Background: an optimization exercise with open tools, aiming at small area, a short achievable clock period and few clock cycles per item. Do not read the settings as production practice.
Function was checked by simulation only, so behaviour that the tests miss may differ from the original.
No activity file was given, so power comes from the tool's default toggle rates.

## job 3319
## aluTop
module aluTop (
	input  logic        clk,
	input  logic        rstN,
	input  logic        start,
	input  logic [15:0] a,
	input  logic [15:0] b,
	input  logic [3:0]  op,
	output logic        done,
	output logic [31:0] result,
	output logic [1:0]  error
);
export LEC_CHECK = 0
export CAP_MARGIN = 20
export CORE_MARGIN = 2
export CORE_UTILIZATION = 40
export SLEW_MARGIN = 20
export SYNTH_HIERARCHICAL = 1
export SYNTH_MINIMUM_KEEP_SIZE = 0
create_clock -name core_clock -period 28.0 [get_ports {clk}]
run.sh (not shown) runs the stock make flow with config.mk's settings and CLKGATE_MAP_FILE= SYNTH_SCRIPT=/design/flow/synth_recipe.tcl, a recipe that flattens the netlist after the stock synthesis.
Testbench counts of job 3319, summed over its fixed seeds: cycles 8,048, items 8,000.
Relative to job 3319, the following input files were edited for job 6326:
==> flow/flow/run.sh (new file) <==
#!/bin/bash
# Standard ORFS layout; the resizer's setup repair aims for a margin below the
# clock period (the constraints and the clock period are unchanged).
set -euo pipefail
export SETUP_SLACK_MARGIN=21.5
bash standard.sh > standard_flow.log 2>&1
==> flow/standard.sh (new file) <==
#!/bin/bash
# synth_recipe.tcl (not shown) runs the flow's synth.tcl, then flattens the netlist and writes it again
# the make line also repeats each setting of config.mk as NAME=value (left out here)
make -C /OpenROAD-flow-scripts/flow DESIGN_CONFIG=/design/flow/config.mk WORK_HOME=/design/flow/orfs CLKGATE_MAP_FILE= SYNTH_SCRIPT=/design/flow/synth_recipe.tcl "${@:-finish}"
removed: flow/run.sh
## What came out
- Changes observed in job 6326 relative to job 3319: final worst setup slack saw an increase, number of multi-input logic gates comparable, final area shows an increase of 88 µm², placeable core region saw little to no change, clock skew climbed 0.0030 ns.
- Re HPWL reported at the end of detailed placement: no difference whatsoever between job 3319 and job 6326.
Relative to job 6326, the following input files were edited for job 7196:
==> flow/run.sh (new file) <==
#!/bin/bash
# synth_recipe.tcl (not shown) runs the flow's synth.tcl, then flattens the netlist and writes it again
# the make line also repeats each setting of config.mk as NAME=value (left out here)
make -C /OpenROAD-flow-scripts/flow DESIGN_CONFIG=/design/flow/config.mk WORK_HOME=/design/flow/orfs CLKGATE_MAP_FILE= SYNTH_SCRIPT=/design/flow/synth_recipe.tcl finish
--- a/flow/config.mk
+++ b/flow/config.mk
@@ -10,0 +11 @@
+export CTS_BUF_LIST = sky130_fd_sc_hd__clkbuf_4 sky130_fd_sc_hd__clkbuf_8
removed: flow/flow/run.sh
removed: flow/standard.sh
[summary]
Compared to job 6326, job 7196 shows a narrower setup margin.
When the final numbers for job 6326 and job 7196 were put side by side, the number of buffers added for setup after CTS turned out to be greater in job 6326.
On flip-flop and latch share of the layout cell area, job 6326 and job 7196 are basically level.
In the metrics for job 6326 and job 7196, the one carrying the higher total length of routed wires is job 6326.
Fraction of the core area covered by cells at the end of the flow: job 7196 vs job 6326 down 0.32 points
Compared with job 6326, job 7196 instantiates a larger number of cells.

* * *

## job 7041
aluTop, a different RTL version from the one above (not shown whole).
Size: roughly 250 flip-flops, about 19000 um^2 of cells after synthesis.
==> flow/config.mk <==
export PLATFORM = sky130hd
export DESIGN_NAME = aluTop
export DESIGN_NICKNAME = aluTop
export VERILOG_FILES = /design/flow/design.v
export SDC_FILE = /design/flow/constraint.sdc
export NUM_CORES = 4
export LEC_CHECK = 0
export CAP_MARGIN = 20
export CORE_MARGIN = 2
export CORE_UTILIZATION = 65
export SLEW_MARGIN = 20
export SYNTH_HIERARCHICAL = 1
export SYNTH_MINIMUM_KEEP_SIZE = 0
==> flow/constraint.sdc <==
create_clock -name core_clock -period 28.0 [get_ports {clk}]
set_input_delay 5.6000 -clock core_clock [delete_from_list [all_inputs] [get_ports {clk}]]
set_output_delay 5.6000 -clock core_clock [all_outputs]
set_load 0.01 [all_outputs]
standard.sh (not shown) runs the stock make flow with config.mk's settings and CLKGATE_MAP_FILE= SYNTH_SCRIPT=/design/flow/synth_recipe.tcl, a recipe that flattens the netlist after the stock synthesis.
==> flow/flow/run.sh <==
#!/bin/bash
# Standard ORFS layout with these changes to how it is made (the clock period and
# the constraints are unchanged):
#  - the resizer's setup repair aims for a margin below the clock period;
#  - clock tree synthesis clusters more sinks per buffer and adds no dummy loads;
#  - the port buffers start as buf_2 (the resizer may still size them).
set -euo pipefail
export SETUP_SLACK_MARGIN=21.3
export CTS_ARGS="-sink_clustering_enable -repair_clock_nets -sink_clustering_size 30 -sink_clustering_max_diameter 80 -dont_use_dummy_load"
export BUFFER_PORTS_ARGS="-buffer_cell sky130_fd_sc_hd__buf_2"
bash standard.sh > standard_flow.log 2>&1
Testbench counts of job 7041, summed over its fixed seeds: cycles 8,040, items 8,000.
Changes in job 4844 relative to job 7041:
-- flow/flow/run.sh --
<<< job 7041, line 9
export CTS_ARGS="-sink_clustering_enable -repair_clock_nets -sink_clustering_size 30 -sink_clustering_max_diameter 80 -dont_use_dummy_load"
>>> job 4844, line 9
export CTS_ARGS="-repair_clock_nets -dont_use_dummy_load"
Notes after the runs:
Each of the runs, namely job 7041 and job 4844, reached the end of the flow and came out clean.
The run showing the smaller share of power burned in registers is job 4844.
Per the comparison of job 4844 with job 7041, number of multi-input combinational cells in the layout has remained practically unchanged, post-synthesis to final-layout area growth has increased.
Sort job 7041 and job 4844 by met2 track demand over resource in global routing desc -> top: job 4844
Job 4844 vs job 7041 — design area climbed by a few percent
Looking at number of diodes, job 4844 sits 2 higher than job 7041 does.
Max-cap violation count: job 7041 vs job 4844 identical
Sequential share of layout area delta for job 4844 relative to job 7041: 0.94 points lower
Worst-case register-to-register setup slack: job 4844 < job 7041
Compared with job 7041, job 4844 has less setup slack.
Final-layout worst hold slack ended up 0.0074 ns higher on job 4844 than on job 7041.
Inputs modified between job 4844 and job 2514:
-- flow/flow/run.sh --
<<< job 4844, line 9
export CTS_ARGS="-repair_clock_nets -dont_use_dummy_load"
>>> job 2514, line 9
export CTS_ARGS="-sink_clustering_enable -repair_clock_nets -sink_clustering_size 40 -sink_clustering_max_diameter 80 -dont_use_dummy_load"
Compared with job 4844, in job 2514 logic depth of the worst register-to-register path shows a reduction of 2; non-clock buffer count shows a reduction of 3; maximum frequency shows an increase of about 0.34%; detailed-route wire length shows a reduction of 3.2%.
Looking at clock-buffer cell count, job 2514 sits below job 4844.
Changes observed in job 2514 relative to job 4844: final routed wire length divided by cell count lost 0.34 um, post-route cell area lost 3.7%, global-route usage lost 1.2 points.
Modified inputs, job 8301 compared to job 2514
-- flow/flow/run.sh --
<<< job 2514, line 8
export SETUP_SLACK_MARGIN=21.3
export CTS_ARGS="-sink_clustering_enable -repair_clock_nets -sink_clustering_size 40 -sink_clustering_max_diameter 80 -dont_use_dummy_load"
>>> job 8301, line 8
export SETUP_SLACK_MARGIN=21.5
export CTS_ARGS="-sink_clustering_enable -repair_clock_nets -sink_clustering_size 30 -sink_clustering_max_diameter 80 -dont_use_dummy_load"
Notes after the runs:
- For job 2514 and job 8301, there was not a single run that failed to finish clean.
- Across both runs, depth of the worst register-to-register path was higher for job 8301 than for job 2514.
- Comparing job 2514 with job 8301, the share of the clock period used by the worst path after layout came out essentially unchanged.
- NOTE: utilization in job 8301 exceeds that of job 2514
- | number of iterations in the first detailed-routing pass | job 8301 vs job 2514 | 3 lower |
- Final-stage net count: job 8301 vs job 2514 — no meaningful difference
- Compared with job 2514, job 8301 has extra setup slack.
- Summary: worst slack on hold paths, job 8301 better than job 2514

* * *

== build 4 ==
aluTop again, from the RTL that the note above started with.
Settings: LEC_CHECK=0, CAP_MARGIN=20, CORE_MARGIN=2, CORE_UTILIZATION=65, SLEW_MARGIN=20, SYNTH_HIERARCHICAL=1, SYNTH_MINIMUM_KEEP_SIZE=0; clock period 28.0 ns.
==> flow/flow/run.sh <==
#!/bin/bash
# Standard ORFS layout with these changes to how it is made (the clock period and
# the constraints are unchanged):
#  - the resizer's setup repair aims for a margin below the clock period;
#  - clock tree synthesis clusters more sinks per buffer and adds no dummy loads;
#  - the port buffers start as buf_2 (the resizer may still size them).
set -euo pipefail
export SETUP_SLACK_MARGIN=21.3
export CTS_ARGS="-sink_clustering_enable -repair_clock_nets -sink_clustering_size 30 -sink_clustering_max_diameter 80 -dont_use_dummy_load -sink_clustering_levels 1"
export BUFFER_PORTS_ARGS="-buffer_cell sky130_fd_sc_hd__buf_2"
bash standard.sh > standard_flow.log 2>&1
Testbench counts of build 4, summed over its fixed seeds: cycles 8,040, items 8,000.
### build 4 -> build 28
--- a/flow/flow/run.sh
+++ b/flow/flow/run.sh
@@ -7,4 +7,4 @@
 set -euo pipefail
-export SETUP_SLACK_MARGIN=21.3
-export CTS_ARGS="-sink_clustering_enable -repair_clock_nets -sink_clustering_size 30 -sink_clustering_max_diameter 80 -dont_use_dummy_load -sink_clustering_levels 1"
+export SETUP_SLACK_MARGIN=21.4
+export CTS_ARGS="-sink_clustering_enable -repair_clock_nets -sink_clustering_size 30 -sink_clustering_max_diameter 80 -dont_use_dummy_load"
 export BUFFER_PORTS_ARGS="-buffer_cell sky130_fd_sc_hd__buf_2"
### Flow results
No stage failed in build 28, and the final checks on the layout all came back clean. For build 28, the launching instance or port of the critical path was result[2], unlike build 4, where it was result[31]. Of build 4 and build 28, the run reporting the higher maximum vdd ir drop was build 4. | share of power burned in the clock network | build 28 vs build 4 | 0.4 points lower |. The multi-input gate count on build 4 is in line with that on build 28. Build 28 against build 4: number of cells after detailed placement held, power dropped 6.7 uW, global-route wire length before repair now sits lower.
#### Input delta (build 3 over build 28)
--- a/flow/flow/run.sh
+++ b/flow/flow/run.sh
@@ -7,3 +7,3 @@
 set -euo pipefail
-export SETUP_SLACK_MARGIN=21.4
+export SETUP_SLACK_MARGIN=21.65
 export CTS_ARGS="-sink_clustering_enable -repair_clock_nets -sink_clustering_size 30 -sink_clustering_max_diameter 80 -dont_use_dummy_load"
==> run notes <==
Changes observed in build 3 relative to build 28: area of all placed cells without fillers now larger, fraction of the core area covered by cells at the end of the flow +2.6 points, critical path depth held.
In the flow results for build 3 and build 28, the power consumption is smaller on build 28.
Build 3 against build 28: post-route worst hold slack went down by 0.0087 ns; period utilization was more or less identical; clock power share went down by 0.4 points.

* * *

build 78:
aluTop, a different RTL version from the one above (not shown whole).
For scale: ~300 flip-flops, about 21000 um2 of cells after synthesis.
==> flow/config.mk <==
export PLATFORM = sky130hd
export DESIGN_NAME = aluTop
export DESIGN_NICKNAME = aluTop
export VERILOG_FILES = /design/flow/design.v
export SDC_FILE = /design/flow/constraint.sdc
export NUM_CORES = 4
export LEC_CHECK = 0
export CAP_MARGIN = 20
export CORE_MARGIN = 2
export CORE_UTILIZATION = 40
export SLEW_MARGIN = 20
export SYNTH_HIERARCHICAL = 1
export SYNTH_MINIMUM_KEEP_SIZE = 0
==> flow/constraint.sdc <==
create_clock -name core_clock -period 28.0 [get_ports {clk}]
set_input_delay 5.6000 -clock core_clock [delete_from_list [all_inputs] [get_ports {clk}]]
set_output_delay 5.6000 -clock core_clock [all_outputs]
set_load 0.01 [all_outputs]
==> flow/flow/run.sh <==
#!/bin/bash
# Standard ORFS layout; the resizer's setup repair aims for a margin below the
# clock period (the constraints and the clock period are unchanged).
set -euo pipefail
export SETUP_SLACK_MARGIN=21.5
bash standard.sh > standard_flow.log 2>&1
Testbench counts of build 78, summed over its fixed seeds: cycles 8,048, items 8,000.
Edits applied to the flow inputs when going from build 78 to build 75:
--- a/flow/config.mk
+++ b/flow/config.mk
@@ -9,3 +9,5 @@
 export CORE_MARGIN = 2
-export CORE_UTILIZATION = 40
+export CORE_UTILIZATION = 55
+export CTS_CLUSTER_DIAMETER = 80
+export CTS_CLUSTER_SIZE = 30
 export SLEW_MARGIN = 20
[summary]
- Measured against each other, build 78 and build 75 differ in clock network fraction of design power, the lower figure coming from build 75.
- On sum of net half-perimeters after detailed placement, the higher figure sits with build 78, not build 75.
- The register share of the cell area reported for build 75 is greater than that of build 78 by 0.80 points.
- Diff build 78 -> build 75: routed wire length lower; share of the clock period used by the worst path roughly the same; share of total power in sequential cells higher.
Here is what was changed in the inputs of build 7 compared with build 75.
==> flow/flow/run.sh <==
#!/bin/bash
# Standard ORFS layout with two changes to how it is made (the clock period and
# the constraints are unchanged):
#  - the resizer's setup repair aims for a margin below the clock period;
#  - clock tree synthesis clusters more sinks per buffer and adds no dummy loads.
set -euo pipefail
export SETUP_SLACK_MARGIN=21.5
export CTS_ARGS="-sink_clustering_enable -repair_clock_nets -sink_clustering_size 30 -sink_clustering_max_diameter 80 -dont_use_dummy_load"
bash standard.sh > standard_flow.log 2>&1
--- a/flow/config.mk
+++ b/flow/config.mk
@@ -9,3 +9,3 @@
 export CORE_MARGIN = 2
-export CORE_UTILIZATION = 55
+export CORE_UTILIZATION = 40
 export CTS_CLUSTER_DIAMETER = 80
Results
- When build 7 is set beside build 75, its setup slack turns out to be 0.013 ns smaller.
- Build 7 ends up with a number of rows in the core area that is 19% higher than in build 75.
- Compared with build 75, in build 7 total power shrank by about 2.4%, cell count grew by 206, area growth from synthesis to layout grew by 0.59 points, width of the die grew by 17%.
Setup changes, build 7 to build 83
==> flow/flow/run.sh <==
#!/bin/bash
# Standard ORFS layout; the resizer's setup repair aims for a margin below the
# clock period (the constraints and the clock period are unchanged).
set -euo pipefail
export SETUP_SLACK_MARGIN=21.5
bash standard.sh > standard_flow.log 2>&1
In the flow results for build 83 and build 7, the sequential cell area share is smaller on build 83.
Compared with build 7, build 83 shows combinational share of power lower by 3.1 points.
The flow did not stop early for build 83: all stages ran, and the layout cleared the timing, DRC and antenna checks.
For total detailed-routing wirelength, build 7 and build 83 come out practically identical.
Input-level comparison between build 8 and build 83:
==> flow/flow/run.sh <==
#!/bin/bash
# Standard ORFS layout with these changes to how it is made (the clock period and
# the constraints are unchanged):
#  - the resizer's setup repair aims for a margin below the clock period;
#  - clock tree synthesis clusters more sinks per buffer and adds no dummy loads;
#  - the port buffers start as buf_2 (the resizer may still size them).
set -euo pipefail
export SETUP_SLACK_MARGIN=21.5
export CTS_ARGS="-sink_clustering_enable -repair_clock_nets -sink_clustering_size 30 -sink_clustering_max_diameter 80 -dont_use_dummy_load"
export BUFFER_PORTS_ARGS="-buffer_cell sky130_fd_sc_hd__buf_2"
bash standard.sh > standard_flow.log 2>&1
--- a/flow/config.mk
+++ b/flow/config.mk
@@ -9,5 +9,3 @@
 export CORE_MARGIN = 2
-export CORE_UTILIZATION = 40
-export CTS_CLUSTER_DIAMETER = 80
-export CTS_CLUSTER_SIZE = 30
+export CORE_UTILIZATION = 65
 export SLEW_MARGIN = 20
### Flow results
Taking build 83 as the reference, in build 8 worst-case hold slack fell by 0.021 ns, global-route usage now sits higher, standard cell area after detailed placement went down 750 um2. As of build 8, wire length on met1 had fallen by a little under 10% compared to build 83. Between build 8 and build 83, the sequential cell area in the final layout does not differ in any meaningful way. Final worst-path cycle share essentially unchanged between build 8 and build 83. In the tables for build 8 and build 83, wire length of the first global-routing pass reads lower with build 8. [compare] base=build 83 new=build 8: number of non-clock buffers in the layout increased 10%, total power now smaller. Start point of the critical path = result[6]: build 83; start point of the critical path = done: build 8.

* * *

Another version of the RTL of aluTop (not shown whole).
Size in the first run: ~74 I/O pins, ~0.020 mm^2 of cells after synthesis.
export LEC_CHECK = 0
export CAP_MARGIN = 20
export CORE_MARGIN = 2
export CORE_UTILIZATION = 65
export SLEW_MARGIN = 20
export SYNTH_HIERARCHICAL = 1
export SYNTH_MINIMUM_KEEP_SIZE = 0
create_clock -name core_clock -period 28.0 [get_ports {clk}]
==> flow/flow/run.sh <==
#!/bin/bash
# Standard ORFS layout with these changes to how it is made (the clock period and
# the constraints are unchanged):
#  - the resizer's setup repair aims for a margin below the clock period;
#  - clock tree synthesis clusters more sinks per buffer and adds no dummy loads;
#  - the port buffers start as buf_2 (the resizer may still size them).
set -euo pipefail
export SETUP_SLACK_MARGIN=21.5
export CTS_ARGS="-sink_clustering_enable -repair_clock_nets -sink_clustering_size 30 -sink_clustering_max_diameter 80 -dont_use_dummy_load"
export BUFFER_PORTS_ARGS="-buffer_cell sky130_fd_sc_hd__buf_2"
bash standard.sh > standard_flow.log 2>&1
Testbench counts at the start, summed over its fixed seeds: cycles 8,040, items 8,000.
Change:
- CORE_UTILIZATION: 65 -> 75
Result: Die area drops by 13%. Global-route usage increases by 5.4 points. Synthesized area stays the same. Register-to-register slack gets worse by 0.13 ns. Via count rose by 4.0%. Routed wire length rose by 5.1%. Cell count decreases by 2.3%. Final area goes down by 0.50%. Utilization increases by 10 points. Clock-buffer cell count is unchanged.

re-timing with driven ports:
In the flow no input, the clock included, has a driving cell. The finished layouts below were timed again as built, in two steps.
Step 1 assumes that a clkbuf_16 drives the clock port and a buf_2 every other input.
Step 2 times the ports against the registers' clock, not the clock port: input delays grow and output delays shrink by t, the midpoint of the rising clock arrivals with the driver on.
Slacks: ideal ports / drivers / drivers and shift; pairs: ideal ports / drivers.
run | shift t [ns] | setup slack, ns | hold slack, ns | slew at the worst register clock pin (ns) | pins driven straight from the clock port
job 3319 | 0.601 | 20.953 / 20.898 / 21.031 | 0.306 / 0.306 / 0.306 | 0.06 / 0.06 | 1
job 6326 | 0.603 | 21.409 / 21.355 / 21.614 | 0.301 / 0.301 / 0.301 | 0.06 / 0.06 | 1
job 7196 | 0.694 | 20.851 / 20.800 / 21.042 | 0.293 / 0.293 / 0.293 | 0.07 / 0.07 | 1
job 7041 | 0.542 | 21.407 / 21.357 / 21.414 | 0.290 / 0.290 / 0.290 | 0.10 / 0.10 | 1
job 4844 | 0.611 | 21.403 / 21.351 / 21.334 | 0.298 / 0.298 / 0.298 | 0.06 / 0.06 | 1
job 2514 | 0.546 | 21.425 / 21.372 / 21.403 | 0.254 / 0.254 / 0.254 | 0.12 / 0.12 | 1
job 8301 | 0.542 | 21.437 / 21.386 / 21.424 | 0.324 / 0.324 / 0.324 | 0.10 / 0.10 | 1
build 4 | 0.542 | 21.407 / 21.357 / 21.414 | 0.290 / 0.290 / 0.290 | 0.10 / 0.10 | 1
build 28 | 0.547 | 21.440 / 21.387 / 21.365 | 0.331 / 0.331 / 0.331 | 0.10 / 0.10 | 1
build 3 | 0.539 | 21.439 / 21.390 / 21.401 | 0.322 / 0.322 / 0.322 | 0.10 / 0.10 | 1
build 78 | 0.607 | 21.412 / 21.359 / 21.627 | 0.324 / 0.324 / 0.324 | 0.07 / 0.07 | 1
build 75 | 0.591 | 21.414 / 21.361 / 21.597 | 0.315 / 0.315 / 0.315 | 0.11 / 0.11 | 1
build 7 | 0.595 | 21.401 / 21.350 / 21.610 | 0.308 / 0.308 / 0.308 | 0.10 / 0.10 | 1
build 83 | 0.607 | 21.399 / 21.347 / 21.631 | 0.329 / 0.329 / 0.329 | 0.10 / 0.10 | 1
build 8 | 0.555 | 21.439 / 21.388 / 21.779 | 0.308 / 0.308 / 0.308 | 0.10 / 0.10 | 1
the first run of note 5 | 0.543 | 21.395 / 21.341 / 21.126 | 0.320 / 0.320 / 0.320 | 0.10 / 0.10 | 1
the second run of note 5 | 0.534 | 21.399 / 21.348 / 21.156 | 0.329 / 0.329 / 0.329 | 0.11 / 0.11 | 1
After both steps every run listed still meets setup and hold. The setup slack of the first run of note 5, which loses most, moves by -0.054 ns with the drivers and by -0.269 ns with both steps.
